Background: an optimization exercise with open tools, aiming at small area, a short achievable clock period and few clock cycles per item. Do not read the settings as production practice.
Only simulation tests tie the RTL to the original design; equivalence was not proved.
No activity file was given, so power comes from the tool's default toggle rates.

==> design/flow/design.v <==
`timescale 1ns / 1ps
package nmpt_pkg;
   localparam int PAGE_W     = 11;
   localparam int WAIT_W     = 16;
   localparam int RETRY_W    = 8;
   localparam int TOTAL_W    = 32;
   localparam int CMP_W      = 17;   
   localparam int CSR_IDX_W  = 2;
   localparam int CSR_DATA_W = 16;
   localparam logic [PAGE_W-1:0]  PAGE_COUNT_RST  = 11'd1024;
   localparam logic [WAIT_W-1:0]  WAIT_TICKS_RST  = 16'd1000;
   localparam logic [RETRY_W-1:0] RETRY_LIMIT_RST = 8'd5;
   typedef enum logic [2:0] {
      OP_COMPLAINT   = 3'd0,
      OP_PAGE_RESENT = 3'd1,
      OP_QUERY_PAGE  = 3'd2,
      OP_TICK        = 3'd3,
      OP_ARM_WAIT    = 3'd4,
      OP_CLEAR_ALL   = 3'd5
   } op_type;
   typedef enum logic [2:0] {
      CC_PAGE_RECEIVED = 3'd0,
      CC_START_OK      = 3'd1,
      CC_EOF_OK        = 3'd2,
      CC_MISSING_PAGE  = 3'd3,
      CC_LAST_MISSING  = 3'd4
   } complaint_type;
   typedef enum logic [CSR_IDX_W-1:0] {
      CSR_PAGE_COUNT  = 2'd0,
      CSR_WAIT_TICKS  = 2'd1,
      CSR_RETRY_LIMIT = 2'd2
   } csr_index_type;
   typedef enum logic [1:0] {
      ST_SWEEP,
      ST_IDLE,
      ST_EXEC
   } state_type;
   typedef struct packed {
      logic [2:0]        operation;
      logic [2:0]        complaint_code;
      logic              frame_ok;
      logic [PAGE_W-1:0] page;
   } req_type;
   typedef struct packed {
      logic               handled;
      logic               page_missing;
      logic               any_missing;
      logic [TOTAL_W-1:0] missing_reports;
      logic               peer_ready;
      logic               resend;
      logic               timed_out;
   } rsp_type;
endpackage
`timescale 1ns / 1ps
module nmpt_ram (
   input  logic        clock,
   input  logic [3:0]  row_set_lo,
   input  logic [7:0]  row_set_hi,
   input  logic [3:0]  row_clr_lo,
   input  logic [7:0]  row_clr_hi,
   input  logic [31:0] col_wr_n,     
   input  logic [31:0] col_rd,       
   output logic [31:0] col_bits      
);
   logic [31:0] row_set_n, row_clr_n;
   for (genvar i = 0; i < 32; i++) begin : g_line
      assign row_set_n[i] = !(row_set_lo[i % 4] && row_set_hi[i / 4]);
      assign row_clr_n[i] = !(row_clr_lo[i % 4] && row_clr_hi[i / 4]);
   end
   for (genvar r = 0; r < 32; r++) begin : g_row
      logic [31:0] bits, kept;
      assign kept = ~(bits & ({32{row_clr_n[r]}} | col_wr_n));
      always_ff @(posedge clock) begin
         bits <= ~(kept & ({32{row_set_n[r]}} | col_wr_n));
      end
      assign col_bits[r] = |(bits & col_rd);
   end
endmodule
`timescale 1ns / 1ps
import nmpt_pkg::*;
module nak_missing_page_tracker #(
   parameter int MAX_PAGES = 1024
) (
   input  logic                  clock,
   input  logic                  reset,
   input  logic                  req_valid,
   output logic                  req_stall,
   input  nmpt_pkg::req_type     req_data,
   output logic                  rsp_valid,
   input  logic                  rsp_stall,
   output nmpt_pkg::rsp_type     rsp_data,
   input  logic                  csr_wr_en,
   input  logic [CSR_IDX_W-1:0]  csr_index,
   input  logic [CSR_DATA_W-1:0] csr_wr_data
);
   logic [PAGE_W-1:0]    page_count_ff;
   logic [WAIT_W-1:0]    wait_ticks_ff;
   logic [RETRY_W-1:0]   retry_limit_ff;
   logic [2:0]           owed_ff,   owed_in;
   logic                 stall_ff;
   logic                 b_valid, b_set, b_clr, b_clrall, b_qry;
   logic                 b_handled, b_ready, b_tick, b_arm;
   logic [4:0]           b_row;
   logic [3:0]           b_row_lo;
   logic [31:0]          b_col_rd;
   logic [31:0]          b_col_wr_n;
   logic [3:0]           b_row_slo, b_row_clo;
   logic [7:0]           b_row_shi, b_row_chi;
   logic                 c_valid, c_set, c_clr, c_clrall, c_qry;
   logic                 c_handled, c_ready, c_tick, c_arm;
   logic [2:0]           c_row_hi;
   logic [7:0]           c_bits;     
   logic [10:0]          marked_ff;
   logic                 ready_ff,  waiting_ff;
   logic [WAIT_W-1:0]    e1_ff;      
   logic [RETRY_W-1:0]   x1_ff;      
   typedef struct packed {
      logic handled;
      logic page_missing;
      logic any_missing;
      logic report;
      logic peer_ready;
      logic resend;
      logic timed_out;
   } res_type;
   logic                 r_valid;
   res_type              r_res;
   logic [TOTAL_W-1:0]   r_total;
   res_type              q0, q1, q2;    
   logic [1:0]           q_head, q_tail, q_cnt;
   logic              accept;
   logic              is_cmp, in_range, is_report;
   logic [PAGE_W-1:0] page;
   assign req_stall = stall_ff;
   assign accept    = req_valid && !stall_ff;
   assign page      = req_data.page;
   assign is_cmp    = req_data.operation == 3'd0;
   assign in_range  = (page != '0) && (page <= page_count_ff)
                   && (!page[10] || (page[9:0] == '0));
   assign is_report = is_cmp && req_data.frame_ok
                   && (req_data.complaint_code == 3'd3 || req_data.complaint_code == 3'd4);
   logic [9:0] entry;
   logic       set_w, clr_w, wipe;
   assign entry = is_cmp ? page[9:0] - 10'd1 : page[9:0];
   assign set_w = accept && !reset && is_report && in_range;
   assign clr_w = accept && !reset && req_data.operation == 3'd1 && !page[10];
   assign wipe  = reset || (accept && req_data.operation == 3'd5);
   always_ff @(posedge clock) begin
      b_valid   <= accept && !reset;
      b_set     <= set_w;
      b_clr     <= clr_w;
      b_clrall  <= accept && !reset && req_data.operation == 3'd5;
      b_qry     <= accept && !reset && req_data.operation == 3'd2 && !page[10];
      b_handled <= accept && !reset && is_cmp && req_data.frame_ok
                && (req_data.complaint_code <= 3'd4);
      b_ready   <= accept && !reset && is_cmp && req_data.frame_ok
                && (req_data.complaint_code == 3'd1 || req_data.complaint_code == 3'd2
                    || (req_data.complaint_code == 3'd4 && in_range));
      b_tick    <= accept && !reset && req_data.operation == 3'd3;
      b_arm     <= accept && !reset && req_data.operation == 3'd4;
      b_row     <= entry[9:5];
      b_col_wr_n <= ~((32'b1 << entry[4:0]) | {32{wipe}});
      b_row_slo <= 4'b1 << entry[6:5];
      b_row_shi <= (8'b1 << entry[9:7]) & {8{set_w}};
      b_row_clo <= (4'b1 << entry[6:5]) | {4{wipe}};
      b_row_chi <= ((8'b1 << entry[9:7]) & {8{clr_w}}) | {8{wipe}};
      b_col_rd  <= 32'b1 << entry[4:0];
      b_row_lo  <= 4'b1 << entry[6:5];
   end
   logic [31:0] col_bits;
   logic [7:0]  row_pick;
   for (genvar j = 0; j < 8; j++) begin : g_pick
      assign row_pick[j] = |(col_bits[4*j +: 4] & b_row_lo);
   end
   nmpt_ram u_bitmap (
      .clock    (clock),
      .row_set_lo (b_row_slo),
      .row_set_hi (b_row_shi),
      .row_clr_lo (b_row_clo),
      .row_clr_hi (b_row_chi),
      .col_wr_n   (b_col_wr_n),
      .col_rd     (b_col_rd),
      .col_bits (col_bits)
   );
   always_ff @(posedge clock) begin
      c_valid   <= b_valid   && !reset;
      c_set     <= b_set     && !reset;
      c_clr     <= b_clr     && !reset;
      c_clrall  <= b_clrall  && !reset;
      c_qry     <= b_qry     && !reset;
      c_handled <= b_handled && !reset;
      c_ready   <= b_ready   && !reset;
      c_tick    <= b_tick    && !reset;
      c_arm     <= b_arm     && !reset;
      c_row_hi  <= b_row[4:2];
      c_bits    <= row_pick;
   end
   logic              old_bit, mark, unmark;
   logic [10:0]       marked_in;
   logic              any_in;
   logic              ready_in, waiting_in;
   logic [WAIT_W-1:0] e1_in, e1_inc;
   logic [RETRY_W-1:0] x1_in, x1_inc;
   logic              ticking, expired, retry_left;
   res_type           res;
   assign old_bit = c_bits[c_row_hi];
   assign mark    = c_set && !old_bit;
   assign unmark  = c_clr && old_bit;
   always_comb begin
      if (c_clrall) begin
         marked_in = '0;
         any_in    = 1'b0;
      end else if (mark) begin
         marked_in = marked_ff + 11'd1;
         any_in    = 1'b1;
      end else if (unmark) begin
         marked_in = marked_ff - 11'd1;
         any_in    = marked_ff != 11'd1;
      end else begin
         marked_in = marked_ff;
         any_in    = marked_ff != 11'd0;
      end
   end
   assign e1_inc     = (e1_ff != '1) ? e1_ff + WAIT_W'(1) : e1_ff;
   assign x1_inc     = (x1_ff != '1) ? x1_ff + RETRY_W'(1) : x1_ff;
   assign ticking    = c_tick && waiting_ff && !ready_ff;
   assign expired    = e1_ff >= wait_ticks_ff;
   assign retry_left = x1_ff < retry_limit_ff;
   always_comb begin
      ready_in   = ready_ff;
      waiting_in = waiting_ff;
      e1_in      = e1_ff;
      x1_in      = x1_ff;
      if (c_ready) begin
         ready_in   = 1'b1;
         waiting_in = 1'b0;
      end
      if (c_handled && waiting_in) begin
         e1_in = WAIT_W'(1);
      end
      if (ticking) begin
         e1_in = e1_inc;
         if (expired) begin
            x1_in = x1_inc;
            if (retry_left) begin
               e1_in = WAIT_W'(1);
            end else begin
               waiting_in = 1'b0;
            end
         end
      end
      if (c_arm) begin
         ready_in   = 1'b0;
         waiting_in = 1'b1;
         e1_in      = WAIT_W'(1);
         x1_in      = RETRY_W'(1);
      end
   end
   assign res.handled      = c_handled;
   assign res.page_missing = c_qry && old_bit;
   assign res.any_missing  = any_in;
   assign res.report       = c_set;
   assign res.peer_ready   = ready_in;
   assign res.resend       = ticking && expired && retry_left;
   assign res.timed_out    = ticking && expired && !retry_left;
   logic    r_free, take, from_q, from_res, push;
   res_type ld_res;
   logic [1:0] q_head_nx, q_tail_nx;
   assign r_free   = !r_valid || !rsp_stall;
   assign take     = r_valid && !rsp_stall;
   assign from_q   = r_free && (q_cnt != 2'd0);
   assign from_res = r_free && (q_cnt == 2'd0) && c_valid;
   assign push     = c_valid && !from_res;
   always_comb begin
      if (q_cnt == 2'd0) begin
         ld_res = res;
      end else begin
         case (q_head)
            2'd0:    ld_res = q0;
            2'd1:    ld_res = q1;
            default: ld_res = q2;
         endcase
      end
   end
   assign q_head_nx = (q_head == 2'd2) ? 2'd0 : q_head + 2'd1;
   assign q_tail_nx = (q_tail == 2'd2) ? 2'd0 : q_tail + 2'd1;
   assign rsp_valid               = r_valid;
   assign rsp_data.handled        = r_res.handled;
   assign rsp_data.page_missing   = r_res.page_missing;
   assign rsp_data.any_missing    = r_res.any_missing;
   assign rsp_data.missing_reports = r_total;
   assign rsp_data.peer_ready     = r_res.peer_ready;
   assign rsp_data.resend         = r_res.resend;
   assign rsp_data.timed_out      = r_res.timed_out;
   always_comb begin
      owed_in = owed_ff + 3'(accept) - 3'(take);
   end
   always_ff @(posedge clock) begin
      if (reset) begin
         r_valid  <= 1'b0;
         q_head   <= '0;
         q_tail   <= '0;
         q_cnt    <= '0;
         r_total  <= '0;
         owed_ff  <= '0;
         stall_ff <= 1'b0;
      end else begin
         owed_ff  <= owed_in;
         stall_ff <= owed_in >= 3'd4;
         if (r_free) begin
            r_valid <= (q_cnt != 2'd0) || c_valid;
         end
         if (from_q || from_res) begin
            if (ld_res.report && r_total != '1) begin
               r_total <= r_total + TOTAL_W'(1);
            end
         end
         if (from_q) begin
            q_head <= q_head_nx;
         end
         if (push) begin
            q_tail <= q_tail_nx;
         end
         q_cnt <= q_cnt + 2'(push) - 2'(from_q);
      end
   end
   always_ff @(posedge clock) begin
      if (from_q || from_res) begin
         r_res <= ld_res;
      end
      if (push && q_tail == 2'd0) q0 <= res;
      if (push && q_tail == 2'd1) q1 <= res;
      if (push && q_tail == 2'd2) q2 <= res;
   end
   always_ff @(posedge clock) begin
      if (reset) begin
         page_count_ff  <= PAGE_COUNT_RST;
         wait_ticks_ff  <= WAIT_TICKS_RST;
         retry_limit_ff <= RETRY_LIMIT_RST;
         marked_ff      <= '0;
         ready_ff       <= 1'b0;
         waiting_ff     <= 1'b0;
         e1_ff          <= WAIT_W'(1);
         x1_ff          <= RETRY_W'(1);
      end else begin
         marked_ff  <= marked_in;
         ready_ff   <= ready_in;
         waiting_ff <= waiting_in;
         e1_ff      <= e1_in;
         x1_ff      <= x1_in;
         if (csr_wr_en) begin
            case (csr_index)
               CSR_PAGE_COUNT:  page_count_ff  <= csr_wr_data[PAGE_W-1:0];
               CSR_WAIT_TICKS:  wait_ticks_ff  <= csr_wr_data[WAIT_W-1:0];
               CSR_RETRY_LIMIT: retry_limit_ff <= csr_wr_data[RETRY_W-1:0];
               default: ;
            endcase
         end
      end
   end
endmodule
`timescale 1ns / 1ps
module nmpt_top (
   input  logic        clock,
   input  logic        reset,
   input  logic        req_valid,
   output logic        req_stall,
   input  logic [2:0]  req_op,
   input  logic [2:0]  req_code,
   input  logic        req_frame_ok,
   input  logic [10:0] req_page,
   output logic        rsp_valid,
   input  logic        rsp_stall,
   output logic        rsp_handled,
   output logic        rsp_page_missing,
   output logic        rsp_any_missing,
   output logic [31:0] rsp_missing_reports,
   output logic        rsp_peer_ready,
   output logic        rsp_resend,
   output logic        rsp_timed_out,
   input  logic        csr_wr_en,
   input  logic [1:0]  csr_index,
   input  logic [15:0] csr_wr_data
);
   nmpt_pkg::req_type req_word;
   nmpt_pkg::rsp_type rsp_word;
   assign req_word.operation      = req_op;
   assign req_word.complaint_code = req_code;
   assign req_word.frame_ok       = req_frame_ok;
   assign req_word.page           = req_page;
   assign rsp_handled         = rsp_word.handled;
   assign rsp_page_missing    = rsp_word.page_missing;
   assign rsp_any_missing     = rsp_word.any_missing;
   assign rsp_missing_reports = rsp_word.missing_reports;
   assign rsp_peer_ready      = rsp_word.peer_ready;
   assign rsp_resend          = rsp_word.resend;
   assign rsp_timed_out       = rsp_word.timed_out;
   nak_missing_page_tracker #(
      .MAX_PAGES (1024)
   ) u_tracker (
      .clock       (clock),
      .reset       (reset),
      .req_valid   (req_valid),
      .req_stall   (req_stall),
      .req_data    (req_word),
      .rsp_valid   (rsp_valid),
      .rsp_stall   (rsp_stall),
      .rsp_data    (rsp_word),
      .csr_wr_en   (csr_wr_en),
      .csr_index   (csr_index),
      .csr_wr_data (csr_wr_data)
   );
endmodule
==> design/flow/run.sh <==
#!/bin/bash
# synth_recipe.tcl (not shown) runs the flow's synth.tcl, then flattens the netlist and writes it again
# the make line also repeats each setting of config.mk as NAME=value (left out here)
make -C /OpenROAD-flow-scripts/flow DESIGN_CONFIG=/design/flow/config.mk WORK_HOME=/design/flow/orfs CLKGATE_MAP_FILE= SYNTH_SCRIPT=/design/flow/synth_recipe.tcl finish
==> design/flow/config.mk <==
export PLATFORM = sky130hd
export DESIGN_NAME = nmpt_top
export DESIGN_NICKNAME = nmpt_top
export VERILOG_FILES = /design/flow/design.v
export SDC_FILE = /design/flow/constraint.sdc
export NUM_CORES = 4
export LEC_CHECK = 0
export CAP_MARGIN = 20
export CORE_MARGIN = 2
export CORE_UTILIZATION = 55
export CTS_CLUSTER_DIAMETER = 120
export CTS_CLUSTER_SIZE = 24
export SETUP_SLACK_MARGIN = 5.0
export SLEW_MARGIN = 20
==> design/flow/constraint.sdc <==
create_clock -name core_clock -period 8.0 [get_ports {clock}]
set_input_delay 1.6000 -clock core_clock [delete_from_list [all_inputs] [get_ports {clock}]]
set_output_delay 1.6000 -clock core_clock [all_outputs]
set_load 0.01 [all_outputs]
==> reports/metrics.cfg, run 1 <==
[status]
outcome=complete, no violations

[critical_path]
cp-start-kind=primary input
critical-path-top-delay-family=buffers and inverters
cp_slowest_cell=clkdlybuf4s50_1
crit_type=primary input to register
cp_slowest_stage_delay_ns=0.63
worstSetupEndpointType=register
path_buf_inv=3
crit_chain=clkdlybuf4s50_1 -> ha_1 -> a21o_1 -> a2111oi_4 -> buf_4 -> o211ai_1 -> buf_4 -> nor2_1
required_ns=8.61
arrival_ns=3.59
path_common_cell=buf_4
worst-path-max-fanout=4

[synthesis]
syn_inst=5500
synth_ff_type=dfxtp_1
ys_ff_latch=1285
synth_top_area_cell=dfxtp_1
yosys_warnings=2
synth_area_leaders=dfxtp_1 (52%), o21ai_0 (21%), a22oi_1 (7.9%)
ys_types=71
async_flop_share_pct=0
yosys.area.top_type_share_pct=51.66
syn_nets=5588
synth-edff-count=27
synth_area_per_cell_um2=8.863
syn_area_mm2=0.04875
ys_seq_area_share_pct=53.33

[finish]
finalNetCount=5234
final_area_mm2=0.05142
fin_util_pct=58.36
final_common_cell=o21ai_0
final_cell_mix=o21ai_0 (2,088), dfxtp_1 (1,163), a22oi_1 (513), nor2_1 (186)
final_layout_size_suffix_gt1_share_pct=6.012
area_delta_synth_final_pct=5.483

[floorplan]
die_y_um=301.7
fp.coreArea_mm2=0.08810
num_rows=109
die_w_um=301.7
start_util_pct=55.33
io_pins=81
fp.dieArea_mm2=0.09103

[place]
gp_congestion=0.8452
io_buffer_count=80
placed_area_mm2=0.04961
place_hpwl_mm=97.57

[grt]
grtUsageMet2_pct=59.99
overflow=0
antenna_found_initial=1
gr-usage-all-layers_pct=39.78
grt_use_met1_pct=55.60
grt.met3_usage_pct=6.368
grt.busiest_layer=met2
grt_max_degree=65
grt_pass1_vias=37723
grt_pass1_wl_mm=266.2

[detailed_routing]
vias=42878
drc=0
dr.first_iter.drc_count=6603
wire_per_inst_um=29.45
ant_nets=0
wirelength_mm=186.2
drtPass1Iterations=8
vias_per_cell=6.782

[clock_network]
cts_tree=done
worstSkewPairLatency_ns=0.71
numCtsBuffers=59
clk_pin_slew_worst_paths_ns=0.09
cts_htree_levels=2
cts_root_buf=clkbuf_16
cts_sinks=1285
cts_buffer_depth=3
postCtsHoldBufs=0

[pwr]
ir_drop_v=0.0002270
p_per_area_mw_per_mm2=214.7
p_leak_nw=17.49
p_total_w=0.01104

[timing]
worst_slew_pin_slew_ns=1.181
setup_viol=0
period_minus_slack_ns=2.980
period_share_pct=37.24
hold_viol=0
whs_ns=0.3441
setup_tns_ns=0
grt_setup_unrepaired=yes
fin_skew_ns=0.03656
fmax_mhz=335.6
slew_violations=0
max-slew-margin-rel_pct=20.21

[flow_run]
maxCapViolations=0

[hold_path]
hold_path_class=register to register

## per-stage QoR
stage,std cells,worst slack [ns]
after global placement,6239,3.801
after global routing,6321,4.958
after detailed placement,6239,3.792
after CTS,6315,5.001
final,6322,5.020
after floorplan,5500,4.830
## final timing paths
check,slack [ns],end,from,cells after the start
worst max-delay path,5.02,u_tracker.b_row_shi[1]$_DFF_P_,req_page[10],8
worst min-delay path,0.34,u_tracker.c_row_hi[0]$_DFF_P_,u_tracker.b_row[2]$_DFF_P_,0
worst max register to register,5.10,u_tracker.c_bits[3]$_DFF_P_,u_tracker.b_col_rd[31]$_DFF_P_,5
worst min register to register,0.34,u_tracker.c_row_hi[0]$_DFF_P_,u_tracker.b_row[2]$_DFF_P_,0
## cell usage after synthesis, drive strengths merged, types with 8 or more instances
cell	n
o21ai	2088
dfxtp	1258
clkbuf	537
a22oi	513
nor2	187
nand2	149
nand4	149
inv	64
a21oi	63
ha	46
nor3	36
o41ai	34
buf	32
xnor2	29
nor2b	28
edfxtp	27
nand3	27
xor2	20
a31oi	16
mux2i	15
and3	13
nor3b	11
nand2b	10
a211o	9
mux2	9
o31ai	9
nor4	8
or2	8
or3	8
## where the power goes
group          internal [W]  switching (W)
Clock               0.00138        0.00208
Combinational      0.000175       0.000481
Sequential          0.00650       0.000434
## layer usage
| layer | part of all wire [%] | vias to the layer above |
|---|---|---|
| li1 | - | 19324 |
| met1 | 41 | 20738 |
| met2 | 43 | 2305 |
| met3 | 10 | 509 |
| met4 | 5.8 | 2 |
| met5 | 0.0070 | - |
## cell families after synthesis
logic type                 synth area share (%)
muxes                                    0.6083
adders and majority gates                 1.222
xor gates and xnor gates                 0.8804
and+or+nand+nor                           7.015
AOI/OAI and AO/OA                         32.06
DFF                                       53.33
buffers and inverters                     4.887
## timing repair
action,in CTS,in global routing
setup endpoints to repair,171,69
pin swaps,6,7
gates resized for setup,109,37
buffers inserted,5,5
endpoints found under the hold margin,0,0
## area by class of cell
| type | instances | area [um^2] |
|---|---|---|
| fillers | 7991 | 36680 |
| inverters | 64 | 244.0 |
| repair buffers | 154 | 1299 |
| clock buffers | 70 | 1560 |
| clock inverters | 1 | 16.27 |
| flip-flops and latches | 1285 | 26190 |
| diodes | 1 | 2.502 |
| multi-input cells | 3582 | 20650 |
| well taps | 1165 | 1458 |
## state kept, by name, indices dropped and copies added, names as in the netlist, 11 cells and up
signal	flops
u_tracker.marked_ff	11
u_tracker.u_bitmap.g_row.bits	1024
u_tracker.r_total	32
u_tracker.wait_ticks_ff	16
u_tracker.page_count_ff	11
u_tracker.e1_ff	16
u_tracker.b_col_wr_n	32
u_tracker.b_col_rd	32
## worst reg2reg max path, cell delays in order (launching register included)
cell     delay (ns)
dfxtp_2        0.68
buf_4          0.46
a22oi_1        0.25
nand4_1        0.15
o41ai_1        0.64
nand4_1        0.46
Testbench counts, summed over its fixed seeds: cycles 16,352, items 16,320.
==> run 2: changes to the inputs <==
--- a/design/flow/config.mk
+++ b/design/flow/config.mk
@@ -7,8 +7,8 @@
 export LEC_CHECK = 0
 export CAP_MARGIN = 20
 export CORE_MARGIN = 2
-export CORE_UTILIZATION = 55
+export CORE_UTILIZATION = 60
 export CTS_CLUSTER_DIAMETER = 120
-export CTS_CLUSTER_SIZE = 24
+export CTS_CLUSTER_SIZE = 26
 export SETUP_SLACK_MARGIN = 5.0
 export SLEW_MARGIN = 20
==> run 2 against run 1 <==
Die area shrank 8.2%; clock-buffer cell count shrank 5; non-clock buffer count up 4; utilization rose by 5.2 points; hold slack gained 0.041 ns; total power shrank 1.7%; global-route usage rose by 1.3 points; largest cell class unchanged; clock power down 4%; area after synthesis unchanged; combinational power up about 20%.
==> reports/metrics.cfg, run 2 <==
[status]
outcome=complete, no violations

[place]
placed_area_mm2=0.04949  ; -0.25%
io_buffer_count=80  ; unchanged
dp.cells=6140  ; -1.6%
gp_congestion=0.8414  ; -0.45%
place_hpwl_mm=91.47  ; -6.3%

[synthesis]
synthMuxAreaShare_pct=0.6083  ; unchanged
synth_most_common_cell=o21ai_0
synth_xor_area_share_pct=0.8804  ; unchanged
synth_area_per_cell_um2=8.863  ; unchanged
syn_nets=5588  ; unchanged
synth_commonest_cells=o21ai_0 (2,088), dfxtp_1 (1,258), clkbuf_1 (537)
yosys_warnings=2  ; unchanged
synth-edff-count=27  ; unchanged
syn_inst=5500  ; unchanged
synth_top_family_by_area=compound AO/OA/AOI/OAI gates
synth_top_area_cell=dfxtp_1
ys_types=71  ; unchanged
yosys.area.top_type_share_pct=51.66  ; unchanged
synth_ff_type=dfxtp_1
synthSimpleGateAreaFrac_pct=7.015  ; unchanged
synth_compound_gate_area_share_pct=32.06  ; unchanged
async_flop_share_pct=0  ; unchanged
synth_area_leaders=dfxtp_1 (52%), o21ai_0 (21%), a22oi_1 (7.9%)
ys_ff_latch=1285  ; unchanged
ys_seq_area_share_pct=53.33  ; unchanged
synthAdderAreaFrac_pct=1.222  ; unchanged
syn_area_mm2=0.04875  ; unchanged

[hold_path]
hold_end=u_tracker.c_row_hi[1]$_DFF_P_
min_from=u_tracker.b_row[3]$_DFF_P_
whs_path_depth=0  ; unchanged
hold_path_class=register to register

[clock_network]
cts_tree=done
cts_htree_levels=2  ; unchanged
cts_sinks=1285  ; unchanged
clk_pin_slew_worst_paths_ns=0.11  ; +0.02 ns
numCtsBuffers=55  ; -6.8%
cts_buffer_depth=3  ; unchanged
postCtsHoldBufs=0  ; unchanged
worstSkewPairLatency_ns=0.69  ; -0.02 ns
cts_root_buf=clkbuf_16

[timing]
setup_viol=0  ; unchanged
slew_violations=0  ; unchanged
hold_viol=0  ; unchanged
fmax_mhz=327.9  ; -2.3%
period_share_pct=38.13  ; +0.88 points
period_minus_slack_ns=3.050  ; +0.07042 ns
setup_tns_ns=0  ; unchanged
max-slew-margin-rel_pct=21.66  ; +1.4 points
whs_ns=0.3855  ; +0.04146 ns
grt_setup_unrepaired=yes
worst_slew_pin_slew_ns=1.175  ; -0.006232 ns
fin_skew_ns=0.03990  ; +0.003344 ns

[grt]
gr-usage-all-layers_pct=41.12  ; +1.3 points
grt_pass1_wl_mm=254.5  ; -4.4%
grt_max_degree=77  ; +18%
overflow=0  ; unchanged
antenna_found_initial=5  ; +4
grt_pass1_vias=37471  ; -0.67%

[finish]
fin_cells=6220  ; -1.6%
top_register=u_tracker.u_bitmap.g_row.bits
final_common_cell=o21ai_0
finalNetCount=5234  ; unchanged
fillers=6920  ; -13%
area_delta_synth_final_pct=4.941
final_layout_size_suffix_gt1_share_pct=5.837  ; -0.18 points
largest_reg_flops=1024  ; unchanged
final_cell_mix=o21ai_0 (2,088), dfxtp_1 (1,164), a22oi_1 (513), nor2_1 (186)
final_area_mm2=0.05116  ; -0.51%

[floorplan]
fp.dieArea_mm2=0.08354  ; -8.2%
num_rows=104  ; -4.6%
die_y_um=289.0  ; -4.2%
die_w_um=289.0  ; -4.2%
io_pins=81  ; unchanged
start_util_pct=60.62  ; +5.3 points
fp.coreArea_mm2=0.08042  ; -8.7%

[detailed_routing]
ant_nets=0  ; unchanged
drc=0  ; unchanged
dr.first_iter.drc_count=6181  ; -6.4%
vias_per_cell=6.885  ; +1.5%
wire_per_inst_um=28.36  ; -3.7%
vias=42826  ; -0.12%
drtPass1Iterations=6  ; -2
wirelength_mm=176.4  ; -5.3%

[critical_path]
r2r_cells=5  ; unchanged
worst-path-max-fanout=19  ; +15
cp-start-kind=register
arrival_ns=3.46  ; -0.13 ns
r2r_slack_ns=4.95  ; -0.15 ns
crit_type=register to register
r2r-start=u_tracker.b_col_rd[9]$_DFF_P_
r2r_end=u_tracker.c_bits[4]$_DFF_P_
worstSetupEndpointType=register
required_ns=8.41  ; -0.20 ns

[pwr]
p_leak_nw=17.49  ; about the same
ir_drop_v=0.0001746  ; -23%
p_per_area_mw_per_mm2=212.2  ; -1.2%

[flow_run]
maxCapViolations=0  ; unchanged

-- run 2: cell type report --
| cell class | count | area (um^2) | area share [%] |
|---|---|---|---|
| sequential | 1285 | 26160 | 51.13 |
| multi-input combinational | 3582 | 20630 | 40.33 |
| clock buffer | 65 | 1435 | 2.805 |
| tap | 1060 | 1326 | 2.593 |
| timing repair buffer | 158 | 1315 | 2.571 |
| inverter | 64 | 244.0 | 0.4769 |
| clock inverter | 3 | 41.29 | 0.08071 |
| antenna | 3 | 7.507 | 0.01468 |
-- run 2: worst max-delay path by stage --
| stage | from | end | slack, ns |
|---|---|---|---|
| 3_3_place_gp | req_op[0] | u_tracker.b_row_shi[2]$_DFF_P_ | 3.81 |
| 4_1_cts | u_tracker.r_res[0]$_DFFE_PP_ | rsp_timed_out | 5.00 |
| 2_1_floorplan | rsp_stall | u_tracker.r_total[23]$_SDFFE_PP0P_ | 4.83 |
| 6_report | u_tracker.b_col_rd[9]$_DFF_P_ | u_tracker.c_bits[4]$_DFF_P_ | 4.95 |
| 5_1_grt | req_page[0] | u_tracker.b_row_shi[4]$_DFF_P_ | 4.98 |
| 3_5_place_dp | req_op[0] | u_tracker.b_row_chi[7]$_DFF_P_ | 3.71 |
-- run 2: kinds of logic after synthesis --
| kind of cell | count (synthesis) |
|---|---|
| and+or+nand+nor | 673 |
| AOI/OAI and AO/OA | 2787 |
| muxes | 26 |
| DFF | 1285 |
| adders and majority gates | 47 |
| buffers and inverters | 633 |
| xor gates and xnor gates | 49 |
-- run 2: worst max-delay path, cell delays in order (launching register included) --
cell     delay [ns]
dfxtp_2        0.55
buf_4          0.41
a22oi_1        0.25
nand4_1        0.16
o41ai_1        0.93
nand4_1        0.47
-- run 2: power breakdown --
group          switching (W)  internal [W]
Sequential          0.000262       0.00650
Combinational       0.000612      0.000171
Clock                0.00203       0.00128
-- run 2: per-stage QoR --
step | worst slack, ns | total power (W) | utilization, %
global placement | 3.811 | 0.007649 | 61.53
global route | 4.985 | 0.01112 | 63.60
CTS | 5.003 | 0.01081 | 63.46
detailed placement | 3.709 | 0.007656 | 61.54
finish | 4.950 | 0.01085 | 63.61
floorplan | 4.830 | 0.007215 | -
-- run 2: per-layer routing --
layer | GRT usage [%] | vias up | part of all wire (%)
li1 | - | 19338 | -
met1 | 56.07 | 20426 | 39
met2 | 61.65 | 2460 | 43
met3 | 7.504 | 600 | 11
met4 | 23.23 | 2 | 6.6
met5 | 0 | - | 0.0068
-- run 2: what timing repair did --
action / in CTS / in global routing
buffers inserted: 4 / 5
pin swaps: 6 / 4
cloned: 0 / 0
gates resized for setup: 91 / 35
setup endpoints to repair: 170 / 55
==> run 3: changes to the inputs <==
==> design/flow/flow/run.sh (new file) <==
#!/bin/bash
export SETUP_SLACK_MARGIN=5.3
bash standard.sh > standard.log 2>&1
status=$?
cp -r orfs/logs/sky130hd/nmpt_top/base orfs_logs 2>/dev/null
exit $status
==> design/flow/standard.sh (new file) <==
#!/bin/bash
# synth_recipe.tcl (not shown) runs the flow's synth.tcl, then flattens the netlist and writes it again
# the make line also repeats each setting of config.mk as NAME=value (left out here)
make -C /OpenROAD-flow-scripts/flow DESIGN_CONFIG=/design/flow/config.mk WORK_HOME=/design/flow/orfs CLKGATE_MAP_FILE= SYNTH_SCRIPT=/design/flow/synth_recipe.tcl "${@:-finish}"
--- a/design/flow/config.mk
+++ b/design/flow/config.mk
@@ -7,8 +7,7 @@
 export LEC_CHECK = 0
 export CAP_MARGIN = 20
 export CORE_MARGIN = 2
-export CORE_UTILIZATION = 60
+export CORE_UTILIZATION = 55
 export CTS_CLUSTER_DIAMETER = 120
-export CTS_CLUSTER_SIZE = 26
-export SETUP_SLACK_MARGIN = 5.0
+export CTS_CLUSTER_SIZE = 24
 export SLEW_MARGIN = 20
removed: design/flow/run.sh
==> run 3 against run 2 <==
Register-to-register slack better by 0.21 ns; largest cell class unchanged; via count rose by 0.68%; synthesized cell count unchanged; critical endpoint unchanged; still clean on timing, DRC and antenna; first-iteration DRC count barely moved; critical path type unchanged; non-clock buffer count up 41; critical path depth unchanged.
==> reports/metrics.cfg, run 3 <==
[clock_network]
clk_pin_slew_worst_paths_ns=0.10  ; about the same
postCtsHoldBufs=0  ; unchanged
cts_tree=done
cts_sinks=1285  ; unchanged
cts_root_buf=clkbuf_16
cts_htree_levels=2  ; unchanged
cts_buffer_depth=3  ; unchanged
numCtsBuffers=59  ; +7.3%
worstSkewPairLatency_ns=0.69  ; about the same

[synthesis]
yosys.area.top_type_share_pct=51.66  ; unchanged
ys_types=71  ; unchanged
synth_area_leaders=dfxtp_1 (52%), o21ai_0 (21%), a22oi_1 (7.9%)
synth-edff-count=27  ; unchanged
async_flop_share_pct=0  ; unchanged
synth_commonest_cells=o21ai_0 (2,088), dfxtp_1 (1,258), clkbuf_1 (537)
syn_nets=5588  ; unchanged
synth_most_common_cell=o21ai_0
yosys_warnings=2  ; unchanged
syn_area_mm2=0.04875  ; unchanged
synth_area_per_cell_um2=8.863  ; unchanged
syn_inst=5500  ; unchanged
ys_ff_latch=1285  ; unchanged
synth_top_area_cell=dfxtp_1
ys_seq_area_share_pct=53.33  ; unchanged
synth_ff_type=dfxtp_1

[critical_path]
r2r_cells=5  ; unchanged
r2r_slack_ns=5.16  ; +0.21 ns
r2r-start=u_tracker.b_col_rd[11]$_DFF_P_
r2r_end=u_tracker.c_bits[4]$_DFF_P_
startpoint=u_tracker.b_col_rd[11]$_DFF_P_
required_ns=8.44  ; +0.03 ns
arrival_ns=3.28  ; -0.18 ns
worst-path-max-fanout=18  ; -1
cp-start-kind=register
crit_type=register to register
worstSetupEndpointType=register

[detailed_routing]
dr.first_iter.drc_count=6187  ; +0.097%
vias=43119  ; +0.68%
drc=0  ; unchanged
vias_per_cell=6.772  ; -1.6%
wirelength_mm=184.9  ; +4.8%
wire_per_inst_um=29.05  ; +2.4%
drtPass1Iterations=6  ; unchanged
ant_nets=0  ; unchanged

[status]
outcome=complete, no violations

[floorplan]
fp.dieArea_mm2=0.09103  ; +9.0%
fp.coreArea_mm2=0.08810  ; +9.6%
die_w_um=301.7  ; +4.4%
start_util_pct=55.33  ; -5.3 points
io_pins=81  ; unchanged
die_y_um=301.7  ; +4.4%
num_rows=109  ; +4.8%

[flow_run]
maxCapViolations=0  ; unchanged

[finish]
multi_input_area_mm2=0.02122  ; +2.8%
final_area_mm2=0.05245  ; +2.5%
largest_reg_flops=1024  ; unchanged
finalNetCount=5279  ; +0.86%
area_delta_synth_final_pct=7.598
top_register=u_tracker.u_bitmap.g_row.bits
final_common_cell=o21ai_0
final_cell_mix=o21ai_0 (2,076), dfxtp_1 (1,158), a22oi_1 (513), nor2_1 (179), nand4_1 (149)
final_layout_size_suffix_gt1_share_pct=9.056  ; +3.2 points
fillers=7848  ; +13%
seq_area_mm2=0.02623  ; +0.30%

[pwr]
switchingPower_w=0.002989  ; +2.9%
ir_drop_v=0.0001998  ; +14%
swShare_pct=27.01  ; +0.25 points
p_total_w=0.01106  ; +1.9%
clkPwrFrac_pct=31.1  ; +0.6 points
seq_power_share_pct=62.6  ; +0.3 points
p_int_w=0.008075  ; +1.6%
p_leak_nw=17.88  ; +2.2%
power_frac_comb_pct=6.3  ; -0.9 points
p_per_area_mw_per_mm2=210.9  ; -0.59%

[place]
place_ws_ns=3.805  ; +0.09568 ns
gp_congestion=0.8394  ; -0.24%
placed_area_mm2=0.04982  ; +0.68%
place_hpwl_mm=95.95  ; +4.9%
io_buffer_count=80  ; unchanged

[grt]
antenna_found_initial=3  ; -2
grt_pass1_vias=37443  ; -0.075%
overflow=0  ; unchanged
gr-usage-all-layers_pct=39.12  ; -2.0 points
grt_max_degree=71  ; -7.8%
grt_pass1_wl_mm=263.0  ; +3.3%

[timing]
hold_viol=0  ; unchanged
worst_slew_pin_slew_ns=1.119  ; -0.05629 ns
max-slew-margin-rel_pct=25.41  ; +3.8 points
fin_skew_ns=0.02906  ; -0.01084 ns
period_share_pct=35.56  ; -2.6 points
layout_setup_ws_ns=5.155  ; +0.2051 ns
period_minus_slack_ns=2.845  ; -0.2051 ns
slew_violations=0  ; unchanged
grt_setup_unrepaired=yes
setup_tns_ns=0  ; unchanged
fmax_mhz=351.5  ; +7.2%
setup_viol=0  ; unchanged

[hold_path]
hold_path_class=register to register
hold_end=u_tracker.c_row_hi[2]$_DFF_P_
whs_path_depth=0  ; unchanged
min_from=u_tracker.b_row[4]$_DFF_P_

## run 3: final cells by class
cell class	count	area share [%]
repair buffers	199	3.280
clock buffers	70	2.975
multi-input cells	3582	40.45
well taps	1165	2.779
flip-flops and latches	1285	50.01
clock inverters	1	0.03101
inverters	64	0.4652
diodes	1	0.004771
## run 3: cells by family after synthesis
group | count (synthesis) | synth area share, %
DFF | 1285 | 53.33
buffers and inverters | 633 | 4.887
muxes | 26 | 0.6083
and+or+nand+nor | 673 | 7.015
adders and majority gates | 47 | 1.222
AOI/OAI and AO/OA | 2787 | 32.06
xor gates and xnor gates | 49 | 0.8804
## run 3: worst max path at each step
stage,to,slack [ns],depth (start not counted)
after floorplan,u_tracker.r_total[23]$_SDFFE_PP0P_,4.83,6
after global placement,u_tracker.b_row_shi[2]$_DFF_P_,3.80,8
after detailed placement,u_tracker.b_row_shi[2]$_DFF_P_,3.80,8
after CTS,rsp_peer_ready,5.14,1
after global routing,rsp_timed_out,5.14,1
final,u_tracker.c_bits[4]$_DFF_P_,5.16,5
## run 3: stage by stage
stage,hold slack (ns),util (%),cells
floorplan,0.3096,-,5500
global placement,0.4044,56.55,6232
detailed placement,0.3968,56.55,6232
CTS,0.4094,59.00,6345
global route,0.4026,59.53,6366
finish,0.3916,59.53,6367
## run 3: power by group through the flow
| stage | logic [W] | registers [W] | clock network (W) |
|---|---|---|---|
| 2_1_floorplan | 0.000547 | 0.00669 | 0 |
| 3_3_place_gp | 0.000636 | 0.00705 | 0 |
| 3_5_place_dp | 0.000639 | 0.00706 | 0 |
| 4_1_cts | 0.000652 | 0.00690 | 0.00346 |
| 5_1_grt | 0.000737 | 0.00691 | 0.00368 |
| 6_report | 0.000697 | 0.00692 | 0.00344 |
## run 3: repair_timing
action / CTS / global route
endpoints found under the setup margin: 204 / 117
setup buffers: 41 / 20
pin swaps: 17 / 26
cloned: 1 / 1
gates resized for setup: 339 / 73
endpoints found under the hold margin: 0 / 0
## run 3: worst max-delay path, stage by stage (launching register included)
cell     delay [ns]
dfxtp_2        0.67
buf_4          0.44
a22oi_1        0.25
nand4_1        0.11
o41ai_1        0.73
nand4_1        0.40
## run 3: routing by layer
layer / wire length, um / global-route usage, % / up-vias
li1: - / - / 19426
met1: 75950 / 54.01 / 20961
met2: 80910 / 60.51 / 2231
met3: 18410 / 6.289 / 495
met4: 9646 / 17.44 / 6
met5: 34 / 0 / -
==> run 4: changes to the inputs <==
--- a/design/flow/design.v
+++ b/design/flow/design.v
@@ -325,7 +325,9 @@
       end
    end
    always_ff @(posedge clock) begin
-      if (from_q || from_res) begin
+      if (reset) begin
+         r_res <= '0;
+      end else if (from_q || from_res) begin
          r_res <= ld_res;
       end
       if (push && q_tail == 2'd0) q0 <= res;
==> design/flow/flow/run.sh (replaced) <==
#!/bin/bash
export SETUP_SLACK_MARGIN=5.5
bash standard.sh > standard.log 2>&1
status=$?
cp -r orfs/logs/sky130hd/nmpt_top/base orfs_logs 2>/dev/null
exit $status
==> run 4 against run 3 <==
Critical path depth down 4; critical path type is now register to primary output; clock power barely moved; worst setup slack improved by 0.063 ns; final cell count grew 0.28%; still clean.
==> reports/metrics.cfg, run 4 <==
[place]
place_hpwl_mm=97.95  ; +2.1%
place_ws_ns=3.904  ; +0.09903 ns
gp_congestion=0.8317  ; -0.92%
io_buffer_count=80  ; unchanged

[finish]
multi_input_area_mm2=0.02146  ; +1.2%
area_delta_synth_final_pct=9.052
final_layout_size_suffix_gt1_share_pct=10.50  ; +1.4 points
antenna_cells=0  ; -1
final_cell_mix=o21ai_0 (2,066), dfxtp_1 (1,156), a22oi_1 (512), nor2_1 (175), nand4_1 (166)
seq_area_mm2=0.02618  ; -0.19%
top_register=u_tracker.u_bitmap.g_row.bits
fillers=7771  ; -0.98%
final_common_cell=o21ai_0
largest_reg_flops=1024  ; unchanged
finalNetCount=5306  ; +0.51%

[floorplan]
fp.coreArea_mm2=0.08716  ; -1.1%
die_y_um=301.2  ; -0.18%
die_w_um=301.2  ; -0.18%
io_pins=81  ; unchanged
num_rows=108  ; -0.92%
fp.dieArea_mm2=0.09071  ; -0.35%
start_util_pct=55.73  ; +0.40 points

[synthesis]
synth_area_per_cell_um2=8.835  ; -0.32%
synth-edff-count=21  ; -22%
ys_ff_latch=1285  ; unchanged
synth_top_area_cell=dfxtp_1
yosys_warnings=2  ; unchanged
ys_seq_area_share_pct=53.39  ; +0.067 points
syn_inst=5498  ; -0.036%
synth_area_leaders=dfxtp_1 (52%), o21ai_0 (21%), a22oi_1 (7.9%)
ys_types=61  ; -14%
syn_nets=5586  ; -0.036%
synth_commonest_cells=o21ai_0 (2,081), dfxtp_1 (1,264), clkbuf_1 (530)
syn_area_mm2=0.04857  ; -0.36%
yosys.area.top_type_share_pct=52.10  ; +0.43 points
async_flop_share_pct=0  ; unchanged
synth_most_common_cell=o21ai_0
synth_ff_type=dfxtp_1

[critical_path]
crit_type=register to primary output
crit_chain=buf_6
arrival_ns=1.18  ; -2.10 ns
r2r_slack_ns=5.24  ; +0.08 ns
cp-start-kind=register
cp_slowest_stage_delay_ns=0.38  ; -0.35 ns
cp_slowest_cell=dfxtp_4
path_buf_inv=1  ; unchanged
r2r_end=u_tracker.u_bitmap.g_row[18].bits[24]$_DFF_P_
worst-path-max-fanout=2  ; -16
critical-path-top-delay-family=flip-flops
required_ns=6.40  ; -2.04 ns
r2r_cells=3  ; -2
worstSetupEndpointType=primary output
r2r-start=u_tracker.b_row_clo[2]$_DFF_P_

[pwr]
power_frac_comb_pct=7.4  ; +1.1 points
switchingPower_w=0.002972  ; -0.55%
swShare_pct=26.78  ; -0.23 points
p_int_w=0.008125  ; +0.62%
clkPwrFrac_pct=31.3  ; +0.2 points
seq_power_share_pct=61.3  ; -1.3 points
p_per_area_mw_per_mm2=209.5  ; -0.68%
ir_drop_v=0.0002069  ; +3.5%
p_leak_nw=18.14  ; +1.5%

[status]
outcome=complete, no violations

[timing]
setup_tns_ns=0  ; unchanged
period_share_pct=34.77  ; -0.79 points
hold_viol=0  ; unchanged
fmax_mhz=359.5  ; +2.3%
max-slew-margin-rel_pct=20.40  ; -5.0 points
grt_setup_unrepaired=yes
worst_slew_pin_slew_ns=1.194  ; +0.07520 ns
period_minus_slack_ns=2.782  ; -0.06311 ns
fin_skew_ns=0.02120  ; -0.007854 ns
layout_setup_ws_ns=5.218  ; +0.06311 ns
setup_viol=0  ; unchanged
slew_violations=0  ; unchanged

[clock_network]
cts_root_buf=clkbuf_16
cts_htree_levels=2  ; unchanged
cts_sinks=1285  ; unchanged
clk_pin_slew_worst_paths_ns=0.10  ; about the same
cts_tree=done
cts_buffer_depth=3  ; unchanged
numCtsBuffers=59  ; unchanged
worstSkewPairLatency_ns=0.70  ; about the same
postCtsHoldBufs=0  ; unchanged

[hold_path]
min_from=u_tracker.b_row[3]$_DFF_P_
hold_end=u_tracker.c_row_hi[1]$_DFF_P_
hold_path_class=register to register
whs_path_depth=0  ; unchanged

[grt]
grt_pass1_vias=37954  ; +1.4%
overflow=0  ; unchanged
gr-usage-all-layers_pct=39.92  ; +0.80 points
grt_max_degree=65  ; -8.5%
grt_pass1_wl_mm=266.3  ; +1.3%
antenna_found_initial=4  ; +1

[flow_run]
maxCapViolations=0  ; unchanged

[detailed_routing]
dr.first_iter.drc_count=6285  ; +1.6%
drc=0  ; unchanged
wire_per_inst_um=29.39  ; +1.2%
wirelength_mm=187.6  ; +1.5%
vias_per_cell=6.782  ; +0.14%
drtPass1Iterations=6  ; unchanged
ant_nets=0  ; unchanged
vias=43300  ; +0.42%

[run 4: changes by cell type after synthesis, sizes merged, moves of 7 or more]
cell    delta
nand4     +17
clkbuf     -7
o31ai      -7
a31oi     +12
nor3b      -7
nor2b      -8
and2       +8
nor3       -8
or4b       -7
and3      +11
nand3     +18
xnor2      -8
xor2      +13
[run 4: cells by family after synthesis]
| group | Yosys count | synth area share, % |
|---|---|---|
| AO/OA/AOI/OAI | 2785 | 32.09 |
| XOR/XNOR | 54 | 0.9737 |
| adder cells (fa/ha/maj) | 47 | 1.226 |
| buffers and inverters | 632 | 4.910 |
| flip-flops | 1285 | 53.39 |
| multiplexers | 23 | 0.5332 |
| AND/OR/NAND/NOR | 672 | 6.878 |
[run 4: what timing repair did]
action / in CTS / in global routing
cloned: 0 / 3
setup buffers: 49 / 22
endpoints found under the setup margin: 246 / 795
pin swaps: 23 / 34
resized for setup: 428 / 138
[run 4: power groups by stage]
stage	clock network, W	registers [W]	logic [W]
after global routing	0.00371	0.00680	0.000863
after CTS	0.00349	0.00678	0.000767
after detailed placement	0	0.00693	0.000721
after floorplan	0	0.00667	0.000536
final	0.00347	0.00680	0.000822
after global placement	0	0.00693	0.000714
[run 4: metal layers]
layer	GRT usage, %	routed length, um
met5	1.058	149
met4	17.69	9348
met3	7.182	21220
met2	60.68	81460
met1	55.42	75470
[run 4: final cells by class]
type	instances	share of cell area, %
inverter	68	0.4937
multi-input combinational	3583	40.51
clock inverter	2	0.07323
clock buffer	71	2.953
timing repair buffer	221	3.808
tap	1155	2.728
sequential	1285	49.43
[run 4: per-stage QoR]
step	total power, W	util, %	std cells	cell area [um^2]	hold WS (ns)
finish	0.01110	60.77	6385	52970	0.3414
CTS	0.01104	59.97	6360	52270	0.3448
detailed placement	0.007651	56.98	6238	49660	0.3226
global placement	0.007645	56.97	6238	49650	0.3110
global route	0.01138	60.77	6385	52970	0.3447
floorplan	0.007206	-	5498	48970	0.3096
[run 4: worst max path at each step]
stage	from	endpoint	slack (ns)	cells after the start
after global routing	u_tracker.r_total[3]$_SDFFE_PP0P_	rsp_missing_reports[3]	5.19	1
after floorplan	req_op[0]	u_tracker.b_row_shi[3]$_DFF_P_	5.01	8
after global placement	req_op[1]	u_tracker.b_col_wr_n[26]$_DFF_P_	3.94	7
final	u_tracker.r_total[3]$_SDFFE_PP0P_	rsp_missing_reports[3]	5.22	1
after CTS	u_tracker.r_total[3]$_SDFFE_PP0P_	rsp_missing_reports[3]	5.19	1
after detailed placement	req_op[0]	u_tracker.b_row_chi[3]$_DFF_P_	3.90	8
Testbench counts of run 4, summed over its fixed seeds: cycles 16,352, items 16,320.
==> run 5: changes to the inputs <==
==> design/flow/flow/run.sh (replaced) <==
#!/bin/bash
export SETUP_SLACK_MARGIN=5.7
bash standard.sh > standard.log 2>&1
status=$?
cp -r orfs/logs/sky130hd/nmpt_top/base orfs_logs 2>/dev/null
exit $status
==> run 5 against run 4 <==
Non-clock buffer count grew 64; still clean on timing, DRC and antenna; register-to-register slack gained 0.28 ns; critical path depth stayed put; sequential share of layout area is 1.5 points lower; fmax rose by 0.70%; total power is 0.84% higher; sequential power barely moved; clock power is essentially flat; worst setup slack gained 0.019 ns.
==> reports/metrics.cfg, run 5 <==
[critical_path]
crit_chain=buf_6
worstSetupEndpointType=primary output
required_ns=6.40  ; about the same
cp_slowest_cell=dfxtp_4
cp_slowest_stage_delay_ns=0.37  ; about the same
worst-path-max-fanout=3  ; +1
path_buf_inv=1  ; unchanged
crit_type=register to primary output
critical-path-top-delay-family=flip-flops
cp-start-kind=register
arrival_ns=1.16  ; -0.02 ns

[timing]
fin_skew_ns=0.02674  ; +0.005534 ns
setup_tns_ns=0  ; unchanged
slew_violations=0  ; unchanged
period_minus_slack_ns=2.762  ; -0.01941 ns
hold_viol=0  ; unchanged
whs_ns=0.3724  ; +0.03103 ns
setup_viol=0  ; unchanged
period_share_pct=34.53  ; -0.24 points
fmax_mhz=362.0  ; +0.70%
grt_setup_unrepaired=yes
worst_slew_pin_slew_ns=1.178  ; -0.01653 ns
max-slew-margin-rel_pct=21.50  ; +1.1 points
layout_setup_ws_ns=5.238  ; +0.01941 ns

[floorplan]
io_pins=81  ; unchanged
die_y_um=301.2  ; unchanged
num_rows=108  ; unchanged
die_w_um=301.2  ; unchanged
fp.coreArea_mm2=0.08716  ; unchanged
start_util_pct=55.73  ; unchanged
fp.dieArea_mm2=0.09071  ; unchanged

[detailed_routing]
dr.first_iter.drc_count=6050  ; -3.7%
drtPass1Iterations=6  ; unchanged
wire_per_inst_um=29.59  ; +0.68%
ant_nets=0  ; unchanged
drc=0  ; unchanged
wirelength_mm=191.0  ; +1.8%
vias=43936  ; +1.5%
vias_per_cell=6.808  ; +0.38%

[clock_network]
clk_pin_slew_worst_paths_ns=0.11  ; about the same
cts_sinks=1285  ; unchanged
worstSkewPairLatency_ns=0.69  ; about the same
cts_buffer_depth=3  ; unchanged
numCtsBuffers=59  ; unchanged
postCtsHoldBufs=0  ; unchanged
cts_tree=done
cts_htree_levels=2  ; unchanged
cts_root_buf=clkbuf_16

[pwr]
power_frac_comb_pct=8.2  ; +0.8 points
p_int_w=0.008149  ; +0.29%
switchingPower_w=0.003041  ; +2.3%
clkPwrFrac_pct=30.9  ; -0.4 points
seq_power_share_pct=60.9  ; -0.4 points
p_per_area_mw_per_mm2=204.3  ; -2.5%
p_leak_nw=18.82  ; +3.7%
ir_drop_v=0.0002451  ; +18%
swShare_pct=27.18  ; +0.39 points
p_total_w=0.01119  ; +0.84%

[place]
placed_area_mm2=0.04972  ; +0.13%
place_ws_ns=3.892  ; -0.01133 ns
place_hpwl_mm=96.63  ; -1.4%
io_buffer_count=80  ; unchanged
gp_congestion=0.8322  ; about the same

[synthesis]
yosys_warnings=2  ; unchanged
synth_ff_type=dfxtp_1
syn_inst=5498  ; unchanged
async_flop_share_pct=0  ; unchanged
synth_top_area_cell=dfxtp_1
syn_nets=5586  ; unchanged
synth_most_common_cell=o21ai_0
syn_area_mm2=0.04857  ; unchanged
yosys.area.top_type_share_pct=52.10  ; unchanged
ys_seq_area_share_pct=53.39  ; unchanged
synth_area_leaders=dfxtp_1 (52%), o21ai_0 (21%), a22oi_1 (7.9%)
ys_types=61  ; unchanged
synth_commonest_cells=o21ai_0 (2,081), dfxtp_1 (1,264), clkbuf_1 (530)
synth_area_per_cell_um2=8.835  ; unchanged
synth-edff-count=21  ; unchanged
ys_ff_latch=1285  ; unchanged

[finish]
finalNetCount=5373  ; +1.3%
top_register=u_tracker.u_bitmap.g_row.bits
largest_reg_flops=1024  ; unchanged
final_layout_size_suffix_gt1_share_pct=13.65  ; +3.2 points
final_area_mm2=0.05477  ; +3.4%
final_common_cell=o21ai_0
area_delta_synth_final_pct=12.76
final_cell_mix=o21ai_0 (2,061), dfxtp_1 (1,142), a22oi_1 (512), nand4_1 (166), nor2_1 (154)

[grt]
grt_pass1_wl_mm=269.8  ; +1.3%
overflow=0  ; unchanged
antenna_found_initial=3  ; -1
gr-usage-all-layers_pct=40.17  ; +0.25 points
grt_pass1_vias=38752  ; +2.1%
grt_max_degree=65  ; unchanged

[hold_path]
hold_path_class=register to register

[flow_run]
maxCapViolations=0  ; unchanged

[status]
outcome=complete, no violations

## run 5: cell types whose count changed in the layout (fill, tap and decap cells not counted), sizes merged
cell           before  now
nor3b               4    5
dlygate4sd2         1    2
diode               0    3
bufinv              1    0
buf               196  259
clkdlybuf4s50      23   20
clkbuf             71   73
dlymetal6s2s        0    1
and3b               1    3
## run 5: per-layer routing
metal	vias up	routed length, um	GRT usage [%]
li1	19610	-	-
met1	21348	76790	55.28
met2	2445	82910	60.97
met3	531	21340	7.989
met4	2	9917	18.27
met5	-	11	0
## run 5: cell type report
cell class              count  area, um^2
diodes                      3       7.507
clock buffers              71        1564
clock inverters             1       16.27
fillers                  7439       32390
inverters                  68       259.0
multi-input cells        3586       22380
flip-flops and latches   1285       26230
well taps                1155        1445
repair buffers            285        2874
## run 5: worst paths after layout
path,startpoint,endpoint,slack (ns),cells after the start
max,u_tracker.r_total[22]$_SDFFE_PP0P_,rsp_missing_reports[22],5.24,1
min,u_tracker.b_row[3]$_DFF_P_,u_tracker.c_row_hi[1]$_DFF_P_,0.37,0
max reg2reg,u_tracker.e1_ff[0]$_SDFFE_PP1P_,u_tracker.e1_ff[0]$_SDFFE_PP1P_,5.52,10
min reg2reg,u_tracker.b_row[3]$_DFF_P_,u_tracker.c_row_hi[1]$_DFF_P_,0.37,0
## run 5: power by group through the flow
| stage | logic (W) | clock network (W) | registers, W |
|---|---|---|---|
| global route | 0.000960 | 0.00367 | 0.00681 |
| floorplan | 0.000555 | 0 | 0.00667 |
| global placement | 0.000716 | 0 | 0.00694 |
| finish | 0.000913 | 0.00346 | 0.00682 |
| CTS | 0.000842 | 0.00346 | 0.00680 |
| detailed placement | 0.000722 | 0 | 0.00694 |
## run 5: kinds of logic after synthesis
| logic type | share of synthesized area [%] |
|---|---|
| AO/OA/AOI/OAI | 32.09 |
| flip-flops | 53.39 |
| AND/OR/NAND/NOR | 6.878 |
| buffers and inverters | 4.910 |
| XOR/XNOR | 0.9737 |
| adder cells (fa/ha/maj) | 1.226 |
| multiplexers | 0.5332 |
## run 5: through the flow
step / cells / util [%]
2_1_floorplan: 5498 / -
3_3_place_gp: 6233 / 57.04
3_5_place_dp: 6233 / 57.05
4_1_cts: 6414 / 61.62
5_1_grt: 6452 / 62.84
6_report: 6454 / 62.84
## run 5: timing repair
action,4_1_cts,5_1_grt
setup buffers,106,34
endpoints found under the setup margin,781,854
gates cloned,3,3
resized for setup,640,165
endpoints found under the hold margin,0,0
pin swaps,86,90
==> run 6: changes to the inputs <==
==> design/flow/flow/run.sh (replaced) <==
#!/bin/bash
export SETUP_SLACK_MARGIN=5.6
bash standard.sh > standard.log 2>&1
status=$?
cp -r orfs/logs/sky130hd/nmpt_top/base orfs_logs 2>/dev/null
exit $status
==> run 6 against run 5 <==
Clock skew is 0.00086 ns lower; worst setup slack worse by 0.0081 ns; critical path type unchanged; first-iteration DRC count is 4.1% higher; critical path depth stayed put; synthesized cell count stayed put; utilization is 0.81 points lower; hold slack worse by 0.022 ns.
==> reports/metrics.cfg, run 6 <==
[status]
outcome=complete, no violations

[hold_path]
hold_path_class=register to register

[detailed_routing]
wirelength_mm=189.6  ; -0.70%
vias=43637  ; -0.68%
vias_per_cell=6.789  ; -0.28%
drtPass1Iterations=7  ; +1
wire_per_inst_um=29.50  ; -0.30%
ant_nets=0  ; unchanged
drc=0  ; unchanged
dr.first_iter.drc_count=6297  ; +4.1%

[floorplan]
die_y_um=301.2  ; unchanged
fp.dieArea_mm2=0.09071  ; unchanged
io_pins=81  ; unchanged
start_util_pct=55.73  ; unchanged
fp.coreArea_mm2=0.08716  ; unchanged
die_w_um=301.2  ; unchanged
num_rows=108  ; unchanged

[synthesis]
synth-edff-count=21  ; unchanged
synth_area_leaders=dfxtp_1 (52%), o21ai_0 (21%), a22oi_1 (7.9%)
ys_types=61  ; unchanged
synth_commonest_cells=o21ai_0 (2,081), dfxtp_1 (1,264), clkbuf_1 (530)
ys_ff_latch=1285  ; unchanged
synth_area_per_cell_um2=8.835  ; unchanged
synth_top_area_cell=dfxtp_1
synth_ff_type=dfxtp_1
ys_seq_area_share_pct=53.39  ; unchanged
yosys_warnings=2  ; unchanged
syn_area_mm2=0.04857  ; unchanged
syn_nets=5586  ; unchanged
yosys.area.top_type_share_pct=52.10  ; unchanged
async_flop_share_pct=0  ; unchanged
synth_most_common_cell=o21ai_0
syn_inst=5498  ; unchanged

[timing]
setup_viol=0  ; unchanged
slew_violations=0  ; unchanged
grt_setup_unrepaired=yes
max-slew-margin-rel_pct=21.08  ; -0.42 points
layout_setup_ws_ns=5.230  ; -0.008110 ns
period_share_pct=34.63  ; +0.10 points
fin_skew_ns=0.02588  ; -0.0008606 ns
fmax_mhz=360.9  ; -0.29%
setup_tns_ns=0  ; unchanged
hold_viol=0  ; unchanged
worst_slew_pin_slew_ns=1.184  ; +0.006291 ns
period_minus_slack_ns=2.770  ; +0.008110 ns

[grt]
antenna_found_initial=5  ; +2
overflow=0  ; unchanged
grt_max_degree=65  ; unchanged
gr-usage-all-layers_pct=39.81  ; -0.36 points
grt_pass1_vias=37554  ; -3.1%
grt_pass1_wl_mm=265.8  ; -1.5%

[critical_path]
crit_type=register to primary output
critical-path-top-delay-family=flip-flops
arrival_ns=1.17  ; about the same
worst-path-max-fanout=2  ; -1
cp_slowest_stage_delay_ns=0.37  ; about the same
crit_chain=buf_6
worstSetupEndpointType=primary output
path_buf_inv=1  ; unchanged
cp_slowest_cell=dfxtp_4
required_ns=6.40  ; about the same
cp-start-kind=register

[finish]
finalNetCount=5351  ; -0.41%
final_cell_mix=o21ai_0 (2,064), dfxtp_1 (1,148), a22oi_1 (512), nand4_1 (166), nor2_1 (154)
area_delta_synth_final_pct=11.32
largest_reg_flops=1024  ; unchanged
fin_cells=6428  ; -0.40%
top_register=u_tracker.u_bitmap.g_row.bits
final_layout_size_suffix_gt1_share_pct=12.27  ; -1.4 points
final_common_cell=o21ai_0
fillers=7535  ; +1.3%

[clock_network]
worstSkewPairLatency_ns=0.70  ; about the same
cts_sinks=1285  ; unchanged
cts_htree_levels=2  ; unchanged
cts_root_buf=clkbuf_16
cts_buffer_depth=3  ; unchanged
clk_pin_slew_worst_paths_ns=0.10  ; about the same
cts_tree=done
numCtsBuffers=59  ; unchanged
postCtsHoldBufs=0  ; unchanged

[place]
place_hpwl_mm=99.32  ; +2.8%
io_buffer_count=80  ; unchanged
gp_congestion=0.8392  ; +0.84%
place_ws_ns=3.919  ; +0.02724 ns
dp.cells=6251  ; +0.29%

[flow_run]
maxCapViolations=0  ; unchanged

[pwr]
p_leak_nw=18.60  ; -1.2%
p_per_area_mw_per_mm2=205.8  ; +0.72%
ir_drop_v=0.0001838  ; -25%

## run 6: worst paths after layout
kind / start / to / slack (ns) / depth (start not counted)
setup / recovery: u_tracker.r_total[0]$_SDFFE_PP0P_ / rsp_missing_reports[0] / 5.23 / 1
hold / removal: u_tracker.b_row[3]$_DFF_P_ / u_tracker.c_row_hi[1]$_DFF_P_ / 0.35 / 0
setup reg to reg: u_tracker.e1_ff[0]$_SDFFE_PP1P_ / u_tracker.e1_ff[0]$_SDFFE_PP1P_ / 5.43 / 10
hold reg to reg: u_tracker.b_row[3]$_DFF_P_ / u_tracker.c_row_hi[1]$_DFF_P_ / 0.35 / 0
## run 6: through the flow
stage	cell area, um^2	total power [W]	util (%)	hold slack, ns
floorplan	49050	0.007221	-	0.3096
global placement	49780	0.007661	57.12	0.3453
detailed placement	49800	0.007667	57.13	0.3247
CTS	52870	0.01103	60.66	0.3486
global route	54070	0.01140	62.03	0.3581
finish	54070	0.01113	62.04	0.3502
## run 6: per-layer routing
metal	up-vias	GRT usage, %	share of wire (%)	wire length, um
li1	19544	-	-	-
met1	21205	55.90	41	76990
met2	2356	60.67	43	82110
met3	524	7.463	11	21300
met4	8	15.38	4.8	9150
met5	-	0	0.032	60
## run 6: layout make-up
cell class | instances | area, um^2 | area share, %
clock inverter | 1 | 16.27 | 0.03008
timing repair buffer | 265 | 2604 | 4.815
sequential | 1285 | 26180 | 48.41
inverter | 68 | 259.0 | 0.4790
tap | 1155 | 1445 | 2.673
multi-input combinational | 3584 | 22010 | 40.71
clock buffer | 69 | 1556 | 2.879
antenna | 1 | 2.502 | 0.004628
## run 6: cells by family (layout without fill, tap and decap cells)
family	count (synthesis)	in the layout	synth area share, %
simple gates	672	674	6.878
mux	23	23	0.5332
xor+xnor	54	54	0.9737
other cells	0	1	0
buf+inv	632	403	4.910
compound gates	2785	2786	32.09
flops	1285	1285	53.39
fa+ha+maj	47	47	1.226
## run 6: where the power goes
group / internal (W) / switching [W] / total (W)
registers: 0.00648 / 0.000241 / 0.00672
logic: 0.000268 / 0.000691 / 0.000959
clock network: 0.00137 / 0.00207 / 0.00345
## run 6: what timing repair did
action                                  CTS  global route
cloned                                    1             3
endpoints found under the setup margin  264           841
setup buffers                            67            35
pin swaps                                50            77
gates resized for setup                 499           210
## run 6: worst reg2reg max path, delay by kind of cell (launching register included)
family | cells | cell delay, ns
adders and majority gates | 1 | 0.20
AOI/OAI and AO/OA | 3 | 0.77
buffers and inverters | 3 | 0.34
and+or+nand+nor | 3 | 0.79
DFF | 1 | 0.35

[afterwards: timing with drivers on the ports]
The results above use ideal ports. As a check the final layouts listed here were re-extracted and re-timed, cells and wires unchanged. Step 1 sets driving cells, clkbuf_16 on the clock port and buf_2 on the other inputs (assumed; they add their load-dependent delay and slew). Step 2 adds t to the input delays and takes it off the output delays; t is the mean of the earliest and latest rising clock arrival at the registers after step 1. Input paths then give back, and output paths get back, about the clock's delay inside the block. a / b / c = no drivers / after step 1 / after step 2; a / b = the first two.
| run | t, ns | slack for setup (ns) | cell pins on the clock port's net |
|---|---|---|---|
| run 1 | 0.758 | 5.020 / 4.964 / 4.312 | 1 |
| run 2 | 0.739 | 4.950 / 4.950 / 4.395 | 1 |
| run 3 | 0.744 | 5.155 / 5.112 / 4.570 | 1 |
| run 4 | 0.764 | 5.218 / 5.144 / 4.664 | 1 |
| run 5 | 0.754 | 5.238 / 5.162 / 4.655 | 1 |
| run 6 | 0.763 | 5.230 / 5.153 / 4.733 | 1 |
After both steps every run listed still meets setup and hold. For run 1, which loses most, drivers alone change the setup slack by -0.056 ns; drivers and shift together by -0.708 ns.
